From an optimization exercise on the open Yosys and OpenROAD flow, aimed at small area, a short achievable clock period and few clock cycles per item; shortcuts taken in it are not production practice. Function was checked by simulation only, so behaviour that the tests miss may differ from the original. Power figures rest on the tool's default switching activity, not on a simulated workload.

## design/flow/constraint.sdc

```tcl
create_clock -name core_clock -period 8.0 [get_ports {clk}]
set_input_delay 1.6000 -clock core_clock [delete_from_list [all_inputs] [get_ports {clk}]]
set_output_delay 1.6000 -clock core_clock [all_outputs]
set_load 0.01 [all_outputs]
```

## design/flow/run.sh

```bash
#!/bin/bash
# synth_recipe.tcl (not shown) runs the flow's synth.tcl, then flattens the netlist and writes it again
# the make line also repeats each setting of config.mk as NAME=value (left out here)
make -C /OpenROAD-flow-scripts/flow DESIGN_CONFIG=/design/flow/config.mk WORK_HOME=/design/flow/orfs CLKGATE_MAP_FILE= SYNTH_SCRIPT=/design/flow/synth_recipe.tcl finish
```

## design/flow/config.mk

```make
export PLATFORM = sky130hd
export DESIGN_NAME = limit_order_book_matcher
export DESIGN_NICKNAME = limit_order_book_matcher
export VERILOG_FILES = /design/flow/design.v
export SDC_FILE = /design/flow/constraint.sdc
export NUM_CORES = 4
export LEC_CHECK = 0
export CAP_MARGIN = 20
export CORE_MARGIN = 2
export CORE_UTILIZATION = 60
export CTS_CLUSTER_DIAMETER = 80
export CTS_CLUSTER_SIZE = 20
export SETUP_SLACK_MARGIN = 3.0
export SLEW_MARGIN = 20
export SYNTH_HIERARCHICAL = 1
```

## design/flow/design.v

```verilog
package lobm_pkg;
	localparam int LEVELS_PER_SIDE_DEF  = 8;
	localparam int ORDERS_PER_LEVEL_DEF = 4;
	localparam int PRICE_W = 20;
	localparam int QTY_W   = 16;
	localparam int ID_W    = 32;
	localparam int KIND_W  = 2;
	localparam logic [KIND_W-1:0] KIND_MARKET = 2'd0;
	localparam logic [KIND_W-1:0] KIND_GTC    = 2'd1;
	function automatic logic [1:0] cmp32(input logic [31:0] a, input logic [31:0] b);
		logic [31:0] g, e;
		g = a & ~b;
		e = ~(a ^ b);
		for (int w = 1; w < 32; w = w * 2)
			for (int i = 0; i + w < 32; i = i + 2 * w) begin
				g[i] = g[i+w] | (e[i+w] & g[i]);
				e[i] = e[i+w] & e[i];
			end
		cmp32 = {g[0], e[0]};
	endfunction
endpackage
module lobm_cmp
	#(
		parameter int W = 32
	)
	(
		input  logic [W-1:0] a,
		input  logic [W-1:0] b,
		output logic         gt,
		output logic         eq
	);
	logic [1:0] c;
	assign c  = lobm_pkg::cmp32(32'(a), 32'(b));
	assign gt = c[1];
	assign eq = c[0];
endmodule
module lobm_add
	#(
		parameter int W   = 16,
		parameter bit SUB = 1'b0
	)
	(
		input  logic [W-1:0] a,
		input  logic [W-1:0] b,
		output logic [W-1:0] s
	);
	if (SUB) begin : g_sub
		assign s = a - b;
	end else begin : g_add
		assign s = a + b;
	end
endmodule
module lobm_ctrl
	(
		input  logic                          clk,
		input  logic                          arst_n,
		input  logic                          start,
		input  logic                          side,
		input  logic [lobm_pkg::KIND_W-1:0]   order_kind,
		input  logic [lobm_pkg::PRICE_W-1:0]  limit_price,
		input  logic [lobm_pkg::QTY_W-1:0]    quantity,
		input  logic [lobm_pkg::ID_W-1:0]     order_id,
		input  logic                          take,
		output logic                          ord_valid,
		output logic                          ord_side,
		output logic [lobm_pkg::KIND_W-1:0]   ord_kind,
		output logic [lobm_pkg::PRICE_W-1:0]  ord_limit,
		output logic [lobm_pkg::QTY_W-1:0]    ord_qty,
		output logic [lobm_pkg::ID_W-1:0]     ord_id
	);
	logic                         pv_q;
	logic                         p_side_q;
	logic [lobm_pkg::KIND_W-1:0]  p_kind_q;
	logic [lobm_pkg::PRICE_W-1:0] p_limit_q;
	logic [lobm_pkg::QTY_W-1:0]   p_qty_q;
	logic [lobm_pkg::ID_W-1:0]    p_id_q;
	always_ff @(posedge clk or negedge arst_n) begin
		if (!arst_n) begin
			pv_q <= 1'b0;
		end else begin
			if (!pv_q || take) pv_q <= start;
		end
	end
	always_ff @(posedge clk) begin
		if (!pv_q || take) begin
			p_side_q  <= side;
			p_kind_q  <= order_kind;
			p_limit_q <= limit_price;
			p_qty_q   <= quantity;
			p_id_q    <= order_id;
		end
	end
	assign ord_valid = pv_q;
	assign ord_side  = p_side_q;
	assign ord_kind  = p_kind_q;
	assign ord_limit = p_limit_q;
	assign ord_qty   = p_qty_q;
	assign ord_id    = p_id_q;
endmodule
module lobm_dp
	(
		input  logic                          clk,
		input  logic                          arst_n,
		input  logic                          start,
		output logic                          take,
		output logic                          busy,
		input  logic                          ord_valid,
		input  logic                          ord_side,
		input  logic [lobm_pkg::KIND_W-1:0]   ord_kind,
		input  logic [lobm_pkg::PRICE_W-1:0]  ord_limit,
		input  logic [lobm_pkg::QTY_W-1:0]    ord_qty,
		input  logic [lobm_pkg::ID_W-1:0]     ord_id,
		output logic                          result_strobe,
		output logic                          is_fill,
		output logic [lobm_pkg::ID_W-1:0]     maker_id,
		output logic [lobm_pkg::PRICE_W-1:0]  fill_price,
		output logic [lobm_pkg::QTY_W-1:0]    fill_quantity,
		output logic [lobm_pkg::QTY_W-1:0]    remaining,
		output logic                          rested,
		output logic                          status,
		output logic [lobm_pkg::PRICE_W-1:0]  reference_price,
		output logic                          last
	);
	localparam int PW = lobm_pkg::PRICE_W;
	localparam int QW = lobm_pkg::QTY_W;
	localparam int IW = lobm_pkg::ID_W;
	localparam int NL = 16;
	localparam int NS = 64;
	logic                        cv_q;
	logic                        c_side_q;
	logic [lobm_pkg::KIND_W-1:0] c_kind_q;
	logic [PW-1:0]               c_limit_q;
	logic [QW-1:0]               c_rem_q;
	logic [IW-1:0]               c_id_q;
	logic [NL-1:0]               gt_q, eq_q;
	logic [NL-1:0]               okm_q;
	logic [NL-1:0]               m_hit_q;
	logic [PW-1:0] price_q [NL];
	logic [NL-1:0] lval_q;
	logic [NL-1:0] best_q;
	logic [QW-1:0] qty_q [NS];
	logic [IW-1:0] id_q [NS];
	logic [NS-1:0] occ_q;
	logic          bt_q [2][8][8];
	logic          pr_q [NL][4][4];
	logic          pw_q;
	logic [3:0]    pw_lvl_q;
	logic [1:0]    pw_slot_q;
	logic [QW-1:0] pw_qty_q;
	logic          out_valid_q, out_fill_q, out_rested_q, out_status_q, out_last_q;
	logic [IW-1:0] out_maker_q;
	logic [PW-1:0] out_price_q, out_ref_q;
	logic [QW-1:0] out_fq_q, out_rem_q;
	logic [NL-1:0] gt, eq, lim_better, gt_d, eq_d, okm_d;
	logic [1:0]    cmp_new;
	logic          fin, new_level;
	logic [NL-1:0] tgt_oh;
	always_comb begin
		cmp_new = lobm_pkg::cmp32(32'(ord_limit), 32'(c_limit_q));
		for (int l = 0; l < NL; l++) begin
			logic [1:0] c;
			c = lobm_pkg::cmp32(32'(ord_limit), 32'(price_q[l]));
			if (fin && new_level && tgt_oh[l]) c = cmp_new;
			gt_d[l] = c[1];
			eq_d[l] = c[0];
			okm_d[l] = ord_kind == lobm_pkg::KIND_MARKET || ((l >= 8) ? (c[1] || c[0]) : !c[1]);
		end
		gt = gt_q;
		eq = eq_q;
		for (int l = 0; l < NL; l++)
			lim_better[l] = (l < 8) ? gt[l] : (!gt[l] && !eq[l]);
	end
	logic          bid_any, ask_any;
	logic [PW-1:0] bid_px, ask_px;
	logic [NL-1:0] best2;
	always_comb begin
		bid_any = |lval_q[7:0];
		ask_any = |lval_q[15:8];
		bid_px = '0;
		ask_px = '0;
		for (int i = 0; i < 8; i++) begin
			bid_px = bid_px | (best_q[i]   ? price_q[i]   : '0);
			ask_px = ask_px | (best_q[8+i] ? price_q[8+i] : '0);
		end
		for (int s = 0; s < 2; s++)
			for (int i = 0; i < 8; i++) begin
				logic b;
				b = lval_q[s*8+i] && !best_q[s*8+i];
				for (int j = 0; j < 8; j++) begin
					if (j < i) b = b && (!lval_q[s*8+j] || best_q[s*8+j] || !bt_q[s][j][i]);
					if (j > i) b = b && (!lval_q[s*8+j] || best_q[s*8+j] ||  bt_q[s][i][j]);
				end
				best2[s*8+i] = b;
			end
	end
	logic [NL-1:0] opp_oh;
	logic          can_fill, rem_nz, fill_b, fill_a;
	logic [PW-1:0] opp_px;
	logic [3:0]    mo [NL];
	logic [NL-1:0] one;
	logic [NS-1:0] fsel;
	logic [3:0]    fslot, fslot_b, fslot_a;
	logic [QW-1:0] qsel, qsel_b, qsel_a, fq, rem_next, rem_diff;
	logic          take_all, rem_more;
	logic [1:0]    qcmp;
	logic [3:0]    flvl_enc;
	logic [1:0]    fslot_enc;
	always_comb begin
		for (int l = 0; l < NL; l++) opp_oh[l] = best_q[l] && ((l >= 8) != c_side_q);
		opp_px = c_side_q ? bid_px : ask_px;
		fill_b = |(best_q[7:0] & okm_q[7:0]);
		fill_a = |(best_q[15:8] & okm_q[15:8]);
		rem_nz = c_rem_q != '0;
		can_fill = cv_q && rem_nz && (c_side_q ? fill_b : fill_a);
		fin = cv_q && !can_fill;
		for (int l = 0; l < NL; l++) begin
			for (int a = 0; a < 4; a++) begin
				logic b;
				b = occ_q[l*4+a];
				for (int c = 0; c < 4; c++) begin
					if (c < a) b = b && (!occ_q[l*4+c] || !pr_q[l][c][a]);
					if (c > a) b = b && (!occ_q[l*4+c] ||  pr_q[l][a][c]);
				end
				mo[l][a] = b;
			end
			one[l] = (occ_q[l*4 +: 4] == 4'b0001) || (occ_q[l*4 +: 4] == 4'b0010) ||
				(occ_q[l*4 +: 4] == 4'b0100) || (occ_q[l*4 +: 4] == 4'b1000);
		end
		fslot_b = '0;
		fslot_a = '0;
		qsel_b  = '0;
		qsel_a  = '0;
		for (int l = 0; l < 8; l++) begin
			for (int a = 0; a < 4; a++) begin
				qsel_b = qsel_b | ((best_q[l]   && mo[l][a])   ? qty_q[l*4+a]     : '0);
				qsel_a = qsel_a | ((best_q[8+l] && mo[8+l][a]) ? qty_q[(8+l)*4+a] : '0);
			end
			fslot_b = fslot_b | (best_q[l]   ? mo[l]   : 4'b0);
			fslot_a = fslot_a | (best_q[8+l] ? mo[8+l] : 4'b0);
		end
		qsel  = c_side_q ? qsel_b : qsel_a;
		fslot = c_side_q ? fslot_b : fslot_a;
		flvl_enc = '0;
		for (int l = 0; l < NL; l++) begin
			for (int a = 0; a < 4; a++) fsel[l*4+a] = opp_oh[l] && mo[l][a];
			flvl_enc = flvl_enc | (opp_oh[l] ? 4'(l) : 4'd0);
		end
		fslot_enc = {fslot[3] | fslot[2], fslot[3] | fslot[1]};
		take_all = !qcmp[1];
		rem_more = !qcmp[1] && !qcmp[0];
		fq       = take_all ? qsel : c_rem_q;
		rem_next = take_all ? rem_diff : '0;
	end
	lobm_cmp #(.W(QW)) u_cmp_q (.a(qsel), .b(c_rem_q), .gt(qcmp[1]), .eq(qcmp[0]));
	lobm_add #(.W(QW), .SUB(1'b1)) u_sub_rem (.a(c_rem_q), .b(qsel), .s(rem_diff));
	logic          rest_want, match_any, free_any, tgt_room, rest_ok, full;
	logic          mh_b, mh_a, fr_b, fr_a, rm_b, rm_a;
	logic [NL-1:0] m_hit, free_oh, tgt_side;
	logic [3:0]    fs [NL];
	logic [3:0]    wslot, ws_b, ws_a;
	logic [NS-1:0] rsel;
	always_comb begin
		rest_want = (c_kind_q == lobm_pkg::KIND_GTC) && rem_nz;
		for (int l = 0; l < NL; l++) begin
			m_hit[l]   = m_hit_q[l];
			free_oh[l] = !lval_q[l];
			for (int j = 0; j < 8; j++)
				if (j < l % 8) free_oh[l] = free_oh[l] && lval_q[(l / 8) * 8 + j];
		end
		mh_b = |m_hit[7:0];
		mh_a = |m_hit[15:8];
		fr_b = |free_oh[7:0];
		fr_a = |free_oh[15:8];
		tgt_side[7:0]  = mh_b ? m_hit[7:0]  : free_oh[7:0];
		tgt_side[15:8] = mh_a ? m_hit[15:8] : free_oh[15:8];
		for (int l = 0; l < NL; l++) begin
			fs[l][0] = !occ_q[l*4];
			fs[l][1] = occ_q[l*4] && !occ_q[l*4+1];
			fs[l][2] = occ_q[l*4] && occ_q[l*4+1] && !occ_q[l*4+2];
			fs[l][3] = occ_q[l*4] && occ_q[l*4+1] && occ_q[l*4+2] && !occ_q[l*4+3];
		end
		ws_b = '0;
		ws_a = '0;
		rm_b = 1'b0;
		rm_a = 1'b0;
		for (int l = 0; l < 8; l++) begin
			ws_b = ws_b | (tgt_side[l]   ? fs[l]   : 4'b0);
			ws_a = ws_a | (tgt_side[8+l] ? fs[8+l] : 4'b0);
			rm_b = rm_b || (m_hit[l]   && !(&occ_q[l*4 +: 4]));
			rm_a = rm_a || (m_hit[8+l] && !(&occ_q[(8+l)*4 +: 4]));
		end
		for (int l = 0; l < NL; l++) tgt_oh[l] = tgt_side[l] && ((l >= 8) == c_side_q);
		match_any = c_side_q ? mh_a : mh_b;
		free_any  = c_side_q ? fr_a : fr_b;
		tgt_room  = c_side_q ? rm_a : rm_b;
		wslot     = c_side_q ? ws_a : ws_b;
		rest_ok   = rest_want && (match_any ? tgt_room : free_any);
		full      = rest_want && !rest_ok;
		new_level = rest_ok && !match_any;
		for (int l = 0; l < NL; l++)
			for (int a = 0; a < 4; a++)
				rsel[l*4+a] = tgt_oh[l] && wslot[a];
	end
	logic [NL-1:0] lsel;
	logic [IW-1:0] lid_b [4];
	logic [IW-1:0] lid_a [4];
	logic [IW-1:0] lid_own [4];
	logic [IW-1:0] maker;
	logic [3:0]    id_lt, id_eq;
	always_comb begin
		for (int l = 0; l < NL; l++)
			lsel[l] = ((l >= 8) == c_side_q) ? m_hit[l] : best_q[l];
		maker = '0;
		for (int a = 0; a < 4; a++) begin
			lid_b[a] = '0;
			lid_a[a] = '0;
			for (int l = 0; l < 8; l++) begin
				lid_b[a] = lid_b[a] | (lsel[l]   ? id_q[l*4+a]     : '0);
				lid_a[a] = lid_a[a] | (lsel[8+l] ? id_q[(8+l)*4+a] : '0);
			end
			lid_own[a] = c_side_q ? lid_a[a] : lid_b[a];
			maker = maker | (fslot[a] ? (c_side_q ? lid_b[a] : lid_a[a]) : '0);
		end
	end
	for (genvar ga = 0; ga < 4; ga++) begin : g_icmp
		lobm_cmp #(.W(IW)) u_cmp (.a(lid_own[ga]), .b(c_id_q), .gt(id_lt[ga]), .eq(id_eq[ga]));
	end
	logic          own_any, opp_any, lim_beats_own, lim_best, own_any2;
	logic [PW-1:0] own_px, ref_px;
	logic [PW:0]   sum_cur, sum_lim;
	always_comb begin
		own_any  = c_side_q ? ask_any : bid_any;
		opp_any  = c_side_q ? bid_any : ask_any;
		own_px   = c_side_q ? ask_px : bid_px;
		lim_beats_own = c_side_q ? |(best_q[15:8] & lim_better[15:8]) : |(best_q[7:0] & lim_better[7:0]);
		lim_best = new_level && (!own_any || lim_beats_own);
		own_any2 = own_any || rest_ok;
		if (own_any2 && opp_any) ref_px = lim_best ? sum_lim[PW:1] : sum_cur[PW:1];
		else if (own_any2) ref_px = lim_best ? c_limit_q : own_px;
		else if (opp_any) ref_px = opp_px;
		else ref_px = '0;
	end
	lobm_add #(.W(PW+1)) u_add_cur (.a({1'b0, bid_px}), .b({1'b0, ask_px}), .s(sum_cur));
	lobm_add #(.W(PW+1)) u_add_lim (.a({1'b0, c_limit_q}), .b({1'b0, opp_px}), .s(sum_lim));
	logic          rest_fire, lvl_clear;
	logic [NS-1:0] pw_sel;
	logic [QW-1:0] wq, pw_diff;
	logic [NL-1:0] lval_d, best_r, best_d;
	logic          pv_d, cf_a, cf_b, cf_f2, busy_d, busy_q;
	always_comb begin
		take      = !cv_q || fin;
		rest_fire = fin && rest_ok;
		lvl_clear = can_fill && take_all && |(opp_oh & one);
		for (int l = 0; l < NL; l++)
			for (int a = 0; a < 4; a++)
				pw_sel[l*4+a] = pw_q && pw_lvl_q == 4'(l) && pw_slot_q == 2'(a);
		wq = pw_q ? pw_diff : c_rem_q;
		lval_d = lval_q;
		best_r = best_q;
		for (int l = 0; l < NL; l++)
			if (rest_fire && new_level && tgt_oh[l]) lval_d[l] = 1'b1;
		for (int s = 0; s < 2; s++)
			if (rest_fire && lim_best && (s == 1) == c_side_q)
				best_r[s*8 +: 8] = tgt_oh[s*8 +: 8];
		best_d = best_r;
		for (int l = 0; l < NL; l++)
			if (can_fill && opp_oh[l] && take_all && one[l]) lval_d[l] = 1'b0;
		for (int s = 0; s < 2; s++)
			if (lvl_clear && (s == 1) != c_side_q)
				best_d[s*8 +: 8] = best2[s*8 +: 8];
		pv_d = (!ord_valid || take) ? start : ord_valid;
		cf_a = 1'b0;
		cf_f2 = 1'b0;
		for (int l = 0; l < NL; l++) begin
			cf_a  = cf_a  || (best_r[l] && ((l >= 8) != ord_side) && okm_d[l]);
			cf_f2 = cf_f2 || (best2[l] && ((l >= 8) != c_side_q) && okm_q[l]);
		end
		cf_a = cf_a && (ord_qty != '0);
		cf_b = rem_more && (!(|(opp_oh & one)) || cf_f2);
		busy_d = pv_d && (take ? (ord_valid && cf_a) : cf_b);
	end
	lobm_add #(.W(QW), .SUB(1'b1)) u_sub_pw (.a(pw_qty_q), .b(out_fq_q), .s(pw_diff));
	always_ff @(posedge clk or negedge arst_n) begin
		if (!arst_n) begin
			cv_q        <= 1'b0;
			lval_q      <= '0;
			best_q      <= '0;
			occ_q       <= '0;
			out_valid_q <= 1'b0;
			pw_q        <= 1'b0;
			busy_q      <= 1'b0;
		end else begin
			out_valid_q <= cv_q;
			pw_q        <= can_fill && !take_all;
			if (take) cv_q <= ord_valid;
			lval_q <= lval_d;
			for (int k = 0; k < NS; k++) begin
				if (can_fill && fsel[k] && take_all) occ_q[k] <= 1'b0;
				if (rest_fire && rsel[k]) occ_q[k] <= 1'b1;
			end
			best_q <= best_d;
			busy_q <= busy_d;
		end
	end
	always_ff @(posedge clk) begin
		if (take) begin
			gt_q      <= gt_d;
			okm_q     <= okm_d;
			m_hit_q   <= eq_d & lval_d;
			eq_q      <= eq_d;
			c_side_q  <= ord_side;
			c_kind_q  <= ord_kind;
			c_limit_q <= ord_limit;
			c_rem_q   <= ord_qty;
			c_id_q    <= ord_id;
		end else begin
			c_rem_q   <= rem_next;
		end
		pw_lvl_q  <= flvl_enc;
		pw_slot_q <= fslot_enc;
		pw_qty_q  <= qsel;
		for (int k = 0; k < NS; k++) begin
			if (pw_sel[k] || (rest_fire && rsel[k])) qty_q[k] <= wq;
			if (rest_fire && rsel[k]) id_q[k] <= c_id_q;
		end
		for (int l = 0; l < NL; l++) begin
			if (rest_fire && new_level && tgt_oh[l]) price_q[l] <= c_limit_q;
			if (rest_fire && tgt_oh[l]) begin
				for (int a = 0; a < 4; a++)
					for (int b = a + 1; b < 4; b++) begin
						if (wslot[a]) pr_q[l][a][b] <= id_lt[b] || id_eq[b];
						if (wslot[b]) pr_q[l][a][b] <= !id_lt[a];
					end
			end
		end
		for (int s = 0; s < 2; s++)
			for (int i = 0; i < 8; i++)
				for (int j = i + 1; j < 8; j++) begin
					if (rest_fire && new_level && tgt_oh[s*8+i]) bt_q[s][i][j] <= lim_better[s*8+j];
					if (rest_fire && new_level && tgt_oh[s*8+j]) bt_q[s][i][j] <= !lim_better[s*8+i];
				end
		out_fill_q <= can_fill;
		out_last_q <= !can_fill;
		if (can_fill) begin
			out_maker_q  <= maker;
			out_price_q  <= opp_px;
			out_fq_q     <= fq;
			out_rem_q    <= '0;
			out_rested_q <= 1'b0;
			out_status_q <= 1'b0;
			out_ref_q    <= '0;
		end else begin
			out_maker_q  <= '0;
			out_price_q  <= '0;
			out_fq_q     <= '0;
			out_rem_q    <= c_rem_q;
			out_rested_q <= rest_ok;
			out_status_q <= full;
			out_ref_q    <= ref_px;
		end
	end
	assign busy            = busy_q;
	assign result_strobe   = out_valid_q;
	assign is_fill         = out_fill_q;
	assign maker_id        = out_maker_q;
	assign fill_price      = out_price_q;
	assign fill_quantity   = out_fq_q;
	assign remaining       = out_rem_q;
	assign rested          = out_rested_q;
	assign status          = out_status_q;
	assign reference_price = out_ref_q;
	assign last            = out_last_q;
endmodule
module limit_order_book_matcher
	(
		input  logic               clk,
		input  logic               arst_n,
		input  logic               start,
		output logic               busy,
		input  logic               side,
		input  logic [lobm_pkg::KIND_W-1:0]  order_kind,
		input  logic [lobm_pkg::PRICE_W-1:0] limit_price,
		input  logic [lobm_pkg::QTY_W-1:0]   quantity,
		input  logic [lobm_pkg::ID_W-1:0]    order_id,
		output logic               result_strobe,
		output logic               is_fill,
		output logic [lobm_pkg::ID_W-1:0]    maker_id,
		output logic [lobm_pkg::PRICE_W-1:0] fill_price,
		output logic [lobm_pkg::QTY_W-1:0]   fill_quantity,
		output logic [lobm_pkg::QTY_W-1:0]   remaining,
		output logic               rested,
		output logic               status,
		output logic [lobm_pkg::PRICE_W-1:0] reference_price,
		output logic               last
	);
	logic                         take;
	logic                         ord_valid;
	logic                         ord_side;
	logic [lobm_pkg::KIND_W-1:0]  ord_kind;
	logic [lobm_pkg::PRICE_W-1:0] ord_limit;
	logic [lobm_pkg::QTY_W-1:0]   ord_qty;
	logic [lobm_pkg::ID_W-1:0]    ord_id;
	lobm_ctrl u_ctrl (
		.clk         (clk),
		.arst_n      (arst_n),
		.start       (start),
		.side        (side),
		.order_kind  (order_kind),
		.limit_price (limit_price),
		.quantity    (quantity),
		.order_id    (order_id),
		.take        (take),
		.ord_valid   (ord_valid),
		.ord_side    (ord_side),
		.ord_kind    (ord_kind),
		.ord_limit   (ord_limit),
		.ord_qty     (ord_qty),
		.ord_id      (ord_id)
	);
	lobm_dp u_dp (
		.clk             (clk),
		.arst_n          (arst_n),
		.start           (start),
		.take            (take),
		.busy            (busy),
		.ord_valid       (ord_valid),
		.ord_side        (ord_side),
		.ord_kind        (ord_kind),
		.ord_limit       (ord_limit),
		.ord_qty         (ord_qty),
		.ord_id          (ord_id),
		.result_strobe   (result_strobe),
		.is_fill         (is_fill),
		.maker_id        (maker_id),
		.fill_price      (fill_price),
		.fill_quantity   (fill_quantity),
		.remaining       (remaining),
		.rested          (rested),
		.status          (status),
		.reference_price (reference_price),
		.last            (last)
	);
endmodule
```

==> impl_metrics.env, run 1 <==
export IMPL_run_status="no timing/DRC/antenna violations"
export IMPL_crit_path_end_kind="flop"
export IMPL_io_pins=184
export IMPL_drive_above_1_share=0.121
export IMPL_vias=114000
export IMPL_num_nets_final=12700
export IMPL_clk_insertion_delay_late_ns=0.98
export IMPL_cts_tree="yes"
export IMPL_remaining_drc_errors=0
export IMPL_num_fill_cells=19100
export IMPL_synthesis_instances=11600
export IMPL_cts_reportedPaths_clkPinSlew_ns=0.09
export IMPL_commonest_cells_after_routing_fill_and_taps_aside="sky130_fd_sc_hd__edfxtp_1 (3726), sky130_fd_sc_hd__a22oi_1 (1362), sky130_fd_sc_hd__nor2_1 (712)"
export IMPL_die_area_um2=280000
export IMPL_flow_area_growth_from_synthesis_pct=11.7
export IMPL_multiInputGateArea_um2=45900
export IMPL_place_detailed_hpwl_um=362000
export IMPL_post_dp_cell_area_um2=174000
export IMPL_viasPerCell=7.20
export IMPL_wl_per_cell_um=37.0
export IMPL_worst_pin_slew_ns=1.23
export IMPL_grt_pass1_wl_um=804000
export IMPL_final_min_clock_period_ns=5.01
export IMPL_grt_total_usage=0.407
export IMPL_initial_core_util=0.605
export IMPL_register_area_um2=117000
export IMPL_clock_skew_ns=0.0777
export IMPL_rsz0062_at_grt="true"
export IMPL_ys_warnings_count=30
export IMPL_antenna_found_initial=20
export IMPL_maximum_net_fanout_on_the_critical_path=26
export IMPL_cts_inserted_buffers=231
export IMPL_final_worst_path_cycle_share=0.626
export IMPL_slew_headroom=0.182
export IMPL_worst_vdd_drop_mv=0.774
export IMPL_static_leakage_power_nw=64.2
export IMPL_core_region_area_um2=274000
export IMPL_htree_num_levels=4
export IMPL_post_route_util=0.675
export IMPL_worst_ep_arrival_time_ns=5.82
export IMPL_drv_max_cap_violation_count=0
export IMPL_avg_cell_area_syn_um2=14.3
export IMPL_clk_path_buf_depth=4
export IMPL_critical_path_startpoint_type="flop"
export IMPL_final_hold_vio_count=0
export IMPL_drt_pass1_iter_count=7
export IMPL_leftover_overflow_at_the_end_of_global_routing=0
export IMPL_grt_pass1_vias=106000
export IMPL_total_power_mw=84.8
export IMPL_fp_dieW_um=530
export IMPL_stdcell_area_um2=185000
export IMPL_p_per_area_nw_per_um2=458
export IMPL_netlist_area_um2=166000
export IMPL_holdCritPathClass="flop to flop"
export IMPL_die_height_um=530
export IMPL_most_common_cell_after_layout_fill_and_taps_aside="sky130_fd_sc_hd__edfxtp_1"
export IMPL_fp_row_count=192
export IMPL_drtAntennaViolNets=0
export IMPL_ctsRootBufferMaster="sky130_fd_sc_hd__clkbuf_16"
export IMPL_io_buffers=183
export IMPL_finalMaxSlewViolations=0
export IMPL_achievable_frequency_ghz=0.200
export IMPL_maximum_number_of_pins_on_one_net_before_global_route_repair=169
export IMPL_worstSetupPathType="flop to flop"
export IMPL_drt_iter0_drc=20600
export IMPL_postRouteWirelength_um=586000
export IMPL_numClockSinks=3973
export IMPL_worstPathRequired_ns=8.82
export IMPL_gp_congestion=0.992
export IMPL_timing_final_setup_violations=0
export IMPL_tns_ns=0
[report_power, final]
group,internal [mW],leakage (nW),switching [mW]
clock,5.53,3.20,6.75
sequential,28.2,36.2,1.26
combinational,13.0,24.7,30.1
total,46.7,64.2,38.1
[path summary, 6_finish.rpt]
path	from	end	slack (ns)	depth (start not counted)
worst max register to register	u_dp.best_q[1]	u_dp.out_ref_q[19]	2.99	15
worst min register to register	u_ctrl.p_id_q[6]	u_dp.c_id_q[6]	0.41	0
worst max-delay path	u_dp.best_q[1]	u_dp.out_ref_q[19]	2.99	15
worst min-delay path	u_ctrl.p_id_q[6]	u_dp.c_id_q[6]	0.41	0
max in group asynchronous	arst_n	u_dp.occ_q[53]	6.12	2
min in group asynchronous	arst_n	u_dp.occ_q[5]	0.65	1
[state kept, by name, summed over array words and instances (netlist names), 20 cells and up]
register,flops
u_dp.id_q,2048
u_dp.qty_q,1024
u_dp.price_q,320
u_dp.pr_q,96
u_dp.occ_q,64
u_dp.bt_q,56
u_ctrl.p_id_q,32
u_dp.c_id_q,32
u_dp.out_maker_q,32
u_ctrl.p_limit_q,20
u_dp.c_limit_q,20
u_dp.out_price_q,20
u_dp.out_ref_q,20
[worst max-delay path: stages, from the launching register on]
cell and delay [ns]:
sky130_fd_sc_hd__dfrtp_1 0.55, sky130_fd_sc_hd__buf_4 0.36, sky130_fd_sc_hd__a22oi_1 0.33, sky130_fd_sc_hd__nand4_1 0.56, sky130_fd_sc_hd__mux2i_1 0.44, sky130_fd_sc_hd__inv_1 0.12
sky130_fd_sc_hd__ha_1 0.40, sky130_fd_sc_hd__and3_1 0.29, sky130_fd_sc_hd__and4bb_1 0.27, sky130_fd_sc_hd__o31ai_4 0.11, sky130_fd_sc_hd__a31oi_1 0.39, sky130_fd_sc_hd__nor4b_2 0.10
sky130_fd_sc_hd__nor3_2 0.16, sky130_fd_sc_hd__nand2_1 0.06, sky130_fd_sc_hd__a311o_1 0.37, sky130_fd_sc_hd__a21oi_1 0.33
[through the flow]
step | hold WS, ns | setup slack, ns | std cells
2_1_floorplan | 0.400 | 3.16 | 11600
3_3_place_gp | 0.407 | 1.83 | 15200
3_5_place_dp | 0.405 | 1.76 | 15200
4_1_cts | 0.419 | 2.94 | 15700
5_1_grt | 0.430 | 2.88 | 15800
6_report | 0.406 | 2.99 | 15800
[repair_timing]
| action | in CTS | in global routing |
|---|---|---|
| hold endpoints to repair | 0 | 0 |
| gates resized for setup | 196 | 199 |
| pin swaps | 67 | 79 |
| buffers inserted | 86 | 139 |
| gates cloned | 27 | 11 |
| hold buffers | 0 | 0 |
| setup endpoints to repair | 3406 | 1003 |
[area by class of cell]
class | instances | area share
flip-flops and latches | 3973 | 0.634
diodes | 12 | 0.000162
clock inverters | 36 | 0.00249
repair buffers | 800 | 0.0426
repair inverters | 2 | 0.000108
inverters | 694 | 0.0146
clock buffers | 301 | 0.0332
multi-input cells | 6335 | 0.248
well taps | 3686 | 0.0249
[routing by layer]
metal	global-route usage	wire length, µm	part of all wire
met5	0	41	0.000070
met4	0.169	29200	0.050
met1	0.589	220000	0.37
met3	0.126	90600	0.15
met2	0.573	247000	0.42
Testbench counts, summed over its fixed seeds: cycles 12,951, orders 8,000.
==> run 2, diff against run 1 <==
--- a/design/flow/config.mk
+++ b/design/flow/config.mk
@@ -12,3 +12,3 @@
 export CTS_CLUSTER_SIZE = 20
-export SETUP_SLACK_MARGIN = 3.0
+export SETUP_SLACK_MARGIN = 4.0
 export SLEW_MARGIN = 20
==> impl_metrics.env, run 2 <==
export IMPL_run_status="no timing/DRC/antenna violations"
export IMPL_ys_warnings_count=30
export IMPL_place_detailed_hpwl_um=375000
export IMPL_clock_skew_ns=0.124
export IMPL_worst_slack_on_hold_paths_ns=0.424
export IMPL_critical_path_reg2reg_startpoint="u_dp.pr_q[131]"
export IMPL_p_per_area_nw_per_um2=491
export IMPL_netlist_area_um2=166000
export IMPL_post_route_util=0.724
export IMPL_preCtsSetupSlack_ns=1.83
export IMPL_drive_above_1_share=0.219
export IMPL_rsz0062_at_grt="true"
export IMPL_critical_path_startpoint_type="flop"
export IMPL_avg_cell_area_syn_um2=14.3
export IMPL_r2r_slack_ns=3.19
export IMPL_numClockSinks=3973
export IMPL_largest_register="u_dp.id_q"
export IMPL_fp_row_count=192
export IMPL_flow_area_growth_from_synthesis_pct=19.7
export IMPL_crit_path_end_kind="flop"
export IMPL_maximum_net_fanout_on_the_critical_path=7
export IMPL_timing_critical_path_from="u_dp.pr_q[131]"
export IMPL_commonest_cells_after_routing_fill_and_taps_aside="sky130_fd_sc_hd__edfxtp_1 (3726), sky130_fd_sc_hd__a22oi_1 (1225), sky130_fd_sc_hd__buf_4 (913)"
export IMPL_largestRegisters="u_dp.id_q (2048), u_dp.qty_q (1024), u_dp.price_q (320)"
export IMPL_final_worst_path_cycle_share=0.601
export IMPL_fp_dieW_um=530
export IMPL_remaining_drc_errors=0
export IMPL_die_area_um2=280000
export IMPL_crit_reg2reg_capture="u_dp.occ_q[16]"
export IMPL_io_pins=184
export IMPL_drt_iter0_drc=23300
export IMPL_reg2regPathDepth=23
export IMPL_slew_headroom=0.191
export IMPL_finalMaxSlewViolations=0
export IMPL_final_min_clock_period_ns=4.81
export IMPL_drv_max_cap_violation_count=0
export IMPL_achievable_frequency_ghz=0.208
export IMPL_static_leakage_power_nw=69.5
export IMPL_ctsRootBufferMaster="sky130_fd_sc_hd__clkbuf_16"
export IMPL_grt_pass1_vias=112000
export IMPL_stdcell_area_um2=198000
export IMPL_maximum_number_of_pins_on_one_net_before_global_route_repair=95
export IMPL_final_hold_vio_count=0
export IMPL_initial_core_util=0.605
export IMPL_worst_pin_slew_ns=1.21
export IMPL_largest_register_ffs=2048
export IMPL_min_from="u_ctrl.p_id_q[31]"
export IMPL_worst_ep_arrival_time_ns=5.70
export IMPL_grt_pass1_wl_um=862000
export IMPL_worstSetupPathType="flop to flop"
export IMPL_cts_tree="yes"
export IMPL_viasPerCell=7.25
export IMPL_postRouteWirelength_um=636000
export IMPL_worstPathRequired_ns=8.89
export IMPL_cts_inserted_buffers=231
export IMPL_core_region_area_um2=274000
export IMPL_clk_path_buf_depth=4
export IMPL_grt_total_usage=0.441
export IMPL_clk_insertion_delay_late_ns=1.00
export IMPL_min_delay_path_depth=0
export IMPL_die_height_um=530
export IMPL_drt_pass1_iter_count=12
export IMPL_gp_congestion=1.02
export IMPL_leftover_overflow_at_the_end_of_global_routing=0
export IMPL_num_nets_final=13500
export IMPL_htree_num_levels=4
export IMPL_holdCritPathClass="flop to flop"
export IMPL_worst_slack_ns=3.19
export IMPL_worst_vdd_drop_mv=0.482
export IMPL_cts_reportedPaths_clkPinSlew_ns=0.09
export IMPL_antenna_found_initial=26
export IMPL_synthesis_instances=11600
export IMPL_drtAntennaViolNets=0
export IMPL_vias=121000
export IMPL_holdPathEnd="u_dp.c_id_q[31]"
export IMPL_wl_per_cell_um=38.2
export IMPL_post_dp_cell_area_um2=174000
export IMPL_io_buffers=183
export IMPL_timing_final_setup_violations=0
export IMPL_most_common_cell_after_layout_fill_and_taps_aside="sky130_fd_sc_hd__edfxtp_1"
export IMPL_tns_ns=0
-- run 2: power by group --
part,switching (mW),internal (mW)
clock network,6.81,5.56
registers,1.30,28.3
logic,35.8,19.7
total,43.9,53.6
-- run 2: how the worst max path moves through the flow --
stage                                   to  slack (ns)
after floorplan           u_dp.id_q[11][0]        3.67
after global placement      u_dp.best_q[9]        1.77
after detailed placement   u_dp.best_q[12]        1.83
after CTS                    u_dp.pr_q[23]        3.47
after global routing        u_dp.occ_q[16]        3.11
final                       u_dp.occ_q[16]        3.19
-- run 2: cell type report --
| cell class | count | area, µm² |
|---|---|---|
| clock inverter | 39 | 485 |
| tap | 3686 | 4610 |
| clock buffer | 322 | 6180 |
| fill | 17600 | 75800 |
| sequential | 3973 | 117000 |
| timing repair inverter | 4 | 40.0 |
| timing repair buffer | 1583 | 17100 |
| antenna | 20 | 50.0 |
| multi-input combinational | 6334 | 49600 |
| inverter | 694 | 2830 |
-- run 2: what timing repair did --
item,4_1_cts,5_1_grt
gates cloned,61,20
setup buffers,736,196
hold buffers,0,0
pin swaps,446,354
endpoints found under the setup margin,3524,2659
gates resized for setup,1165,551
-- run 2: worst max-delay path, stage by stage (launching register included) --
cell,delay [ns]
sky130_fd_sc_hd__edfxtp_1,0.46
sky130_fd_sc_hd__buf_4,0.16
sky130_fd_sc_hd__nor2_4,0.04
sky130_fd_sc_hd__nor4_4,0.82
sky130_fd_sc_hd__a22o_1,0.28
sky130_fd_sc_hd__a221oi_1,0.06
sky130_fd_sc_hd__nand3_1,0.11
sky130_fd_sc_hd__nor4_2,0.05
sky130_fd_sc_hd__buf_4,0.16
sky130_fd_sc_hd__a22oi_2,0.32
sky130_fd_sc_hd__ha_1,0.32
sky130_fd_sc_hd__nand4_2,0.14
sky130_fd_sc_hd__o221ai_1,0.13
sky130_fd_sc_hd__o21ai_1,0.17
sky130_fd_sc_hd__o211ai_1,0.14
sky130_fd_sc_hd__buf_4,0.21
sky130_fd_sc_hd__nor2_4,0.15
sky130_fd_sc_hd__buf_12,0.14
sky130_fd_sc_hd__buf_16,0.14
sky130_fd_sc_hd__buf_12,0.11
sky130_fd_sc_hd__buf_6,0.10
sky130_fd_sc_hd__nand3_4,0.11
sky130_fd_sc_hd__o41ai_2,0.28
sky130_fd_sc_hd__nand2_1,0.09
-- run 2: layer usage --
metal  share of wire  vias to the layer above  GRT usage  wire, µm
li1                -                    48200          -         -
met1            0.34                    59800      0.596    218000
met2            0.43                    10800      0.631    270000
met3            0.17                     1868      0.158    107000
met4           0.065                       12      0.230     41300
met5         0.00014                        -          0        87
-- run 2: through the flow --
step,power [mW],cells
2_1_floorplan,51.0,11600
3_3_place_gp,68.0,15200
3_5_place_dp,68.8,15300
4_1_cts,90.3,16400
5_1_grt,99.4,16600
6_report,97.5,16700
==> run 3, diff against run 2 <==
--- a/design/flow/config.mk
+++ b/design/flow/config.mk
@@ -9,6 +9,6 @@
 export CORE_MARGIN = 2
-export CORE_UTILIZATION = 60
+export CORE_UTILIZATION = 70
 export CTS_CLUSTER_DIAMETER = 80
 export CTS_CLUSTER_SIZE = 20
-export SETUP_SLACK_MARGIN = 4.0
+export SETUP_SLACK_MARGIN = 3.2
 export SLEW_MARGIN = 20
==> impl_metrics.env, run 3 <==
export IMPL_viasPerCell=7.69
export IMPL_largest_register_ffs=2048
export IMPL_commonest_cells_after_routing_fill_and_taps_aside="sky130_fd_sc_hd__edfxtp_1 (3726), sky130_fd_sc_hd__a22oi_1 (1363), sky130_fd_sc_hd__nor2_1 (712)"
export IMPL_finalMaxSlewViolations=0
export IMPL_timing_final_setup_violations=0
export IMPL_p_per_area_nw_per_um2=458
export IMPL_numClockSinks=3973
export IMPL_gr_usage_met1=0.629
export IMPL_cts_tree="yes"
export IMPL_largestRegisters="u_dp.id_q (2048), u_dp.qty_q (1024), u_dp.price_q (320)"
export IMPL_grt_total_usage=0.465
export IMPL_worst_slack_on_hold_paths_ns=0.428
export IMPL_most_common_cell_after_layout_fill_and_taps_aside="sky130_fd_sc_hd__edfxtp_1"
export IMPL_place_detailed_hpwl_um=348000
export IMPL_num_nets_final=12700
export IMPL_fp_dieW_um=491
export IMPL_critical_path_slowest_cell="sky130_fd_sc_hd__a222oi_1"
export IMPL_maximum_net_fanout_on_the_critical_path=13
export IMPL_slew_headroom=0.130
export IMPL_drt_iter0_drc=23700
export IMPL_netlist_area_um2=166000
export IMPL_fp_row_count=178
export IMPL_largest_register="u_dp.id_q"
export IMPL_postRouteWirelength_um=576000
export IMPL_htree_num_levels=4
export IMPL_crit_path_cell_trace="a222oi_1 > and3_4 > buf_8 > a222oi_1 > nand4_1 > or3_4 > nor2b_4 > ha_4 > a21oi_1 > o221ai_1 > o21ai_1 > o211ai_1 > nor2_4 > buf_12 > buf_4 > clkbuf_16 > a21oi_1 > and2_1"
export IMPL_clk_path_buf_depth=3
export IMPL_ctsHoldBuffers=0
export IMPL_grt_pass1_vias=111000
export IMPL_preCtsSetupSlack_ns=1.83
export IMPL_critical_path_startpoint_type="flop"
export IMPL_io_buffers=183
export IMPL_initial_core_util=0.704
export IMPL_final_hold_vio_count=0
export IMPL_worstPathRequired_ns=8.66
export IMPL_worst_slack_ns=2.96
export IMPL_drv_max_cap_violation_count=0
export IMPL_ctsRootBufferMaster="sky130_fd_sc_hd__clkbuf_16"
export IMPL_grt_busiest_layer="met2"
export IMPL_final_min_clock_period_ns=5.04
export IMPL_worst_pin_slew_ns=1.30
export IMPL_met3_track_demand_over_resource_in_global_routing=0.182
export IMPL_die_height_um=491
export IMPL_achievable_frequency_ghz=0.199
export IMPL_holdCritPathClass="flop to flop"
export IMPL_flow_area_growth_from_synthesis_pct=11.1
export IMPL_drive_above_1_share=0.121
export IMPL_worst_ep_arrival_time_ns=5.70
export IMPL_maximum_number_of_pins_on_one_net_before_global_route_repair=99
export IMPL_worst_path_largest_cell_delay_ns=0.73
export IMPL_gp_congestion=1.01
export IMPL_clock_skew_ns=0.101
export IMPL_drt_pass1_iter_count=12
export IMPL_static_leakage_power_nw=64.0
export IMPL_cts_inserted_buffers=223
export IMPL_die_area_um2=241000
export IMPL_io_pins=184
export IMPL_cts_reportedPaths_clkPinSlew_ns=0.09
export IMPL_grt_pass1_wl_um=796000
export IMPL_core_region_area_um2=235000
export IMPL_wl_per_cell_um=37.6
export IMPL_worst_vdd_drop_mv=0.576
export IMPL_run_status="no timing/DRC/antenna violations"
export IMPL_total_power_mw=84.2
export IMPL_final_worst_path_cycle_share=0.630
export IMPL_clk_insertion_delay_late_ns=0.98
export IMPL_drtAntennaViolNets=0
export IMPL_tns_ns=0
export IMPL_synthesis_instances=11600
export IMPL_remaining_drc_errors=0
export IMPL_rsz0062_at_grt="true"
export IMPL_worstSetupPathType="flop to flop"
export IMPL_antenna_found_initial=29
export IMPL_avg_cell_area_syn_um2=14.3
export IMPL_crit_path_end_kind="flop"
export IMPL_use_met2=0.657
export IMPL_leftover_overflow_at_the_end_of_global_routing=0
export IMPL_post_route_util=0.782
export IMPL_ys_warnings_count=30
export IMPL_vias=118000
==> run 3: critical path: cells and delay by family (launching register included) <==
family,cells,cell delay (ns)
AOI/OAI and AO/OA,7,1.64
adders and majority gates,1,0.25
buffers and inverters,4,0.65
DFF,1,0.40
and+or+nand+nor,6,1.83
==> run 3: timing repair <==
action	4_1_cts	5_1_grt
gates cloned	24	9
endpoints found under the setup margin	2024	992
endpoints found under the hold margin	0	0
pin swaps	89	58
buffers inserted	119	93
resized for setup	261	174
==> run 3: worst paths after layout <==
check                           cells past startpoint         startpoint  slack (ns)                to
worst max-delay path                               18     u_dp.occ_q[58]        2.96  u_dp.m_hit_q[12]
worst min-delay path                                0  u_ctrl.p_id_q[31]        0.43   u_dp.c_id_q[31]
worst max register to register                     18     u_dp.occ_q[58]        2.96  u_dp.m_hit_q[12]
worst min register to register                      0  u_ctrl.p_id_q[31]        0.43   u_dp.c_id_q[31]
max in group asynchronous                           2             arst_n        5.83    u_dp.occ_q[34]
min in group asynchronous                           1             arst_n        0.84    u_dp.lval_q[6]
==> run 3: through the flow <==
step | cell area [µm²] | cells
2_1_floorplan | 166000 | 11600
3_3_place_gp | 173000 | 14700
3_5_place_dp | 173000 | 14700
4_1_cts | 182000 | 15200
5_1_grt | 184000 | 15300
6_report | 184000 | 15300
==> run 3: cell type report <==
cell class / count / area (µm²)
inverter: 694 / 2680
tap: 3150 / 3940
fill: 13200 / 51300
timing repair inverter: 2 / 17.5
multi-input combinational: 6333 / 45800
timing repair buffer: 810 / 7670
clock inverter: 36 / 572
antenna: 22 / 55.1
sequential: 3973 / 117000
clock buffer: 307 / 5930
==> run 3: power by group <==
group          total, mW  internal, mW  switching [mW]  leakage, nW
clock               12.0          5.24            6.71         3.12
combinational       42.7          12.8            29.9         24.7
sequential          29.6          28.3            1.31         36.2
==> run 3: routing by layer <==
metal,up-vias,wire [µm]
li1,46500,-
met1,57000,190000
met2,12200,242000
met3,2086,106000
met4,16,38200
met5,-,146

-- what the ideal ports hide --
The results above use ideal ports. As a check the final layouts listed here were re-extracted and re-timed, cells and wires unchanged. Step 1, drivers: a clkbuf_16 drives clk and a buf_2 each remaining input, both assumed. Step 2 moves the port delays by t, midway between the first and last clock arrival at a register: inputs arrive t later, outputs are due t later. That takes back most of the time a late clock gives input paths. a / b / c = no drivers / after step 1 / after step 2; a / b = the first two.
run | t (ns) | slack for setup (ns) | slew at the worst register clock pin (ns) | worst data-port slew with drivers (ns)
run 1 | 1.036 | 2.995 / 2.995 / 2.995 | 0.09 / 0.09 | 0.11
run 2 | 1.045 | 3.189 / 3.189 / 3.189 | 0.09 / 0.09 | 0.10
run 3 | 1.036 | 2.964 / 2.964 / 2.964 | 0.09 / 0.09 | 0.08
After both steps setup and hold are still met in every run listed.
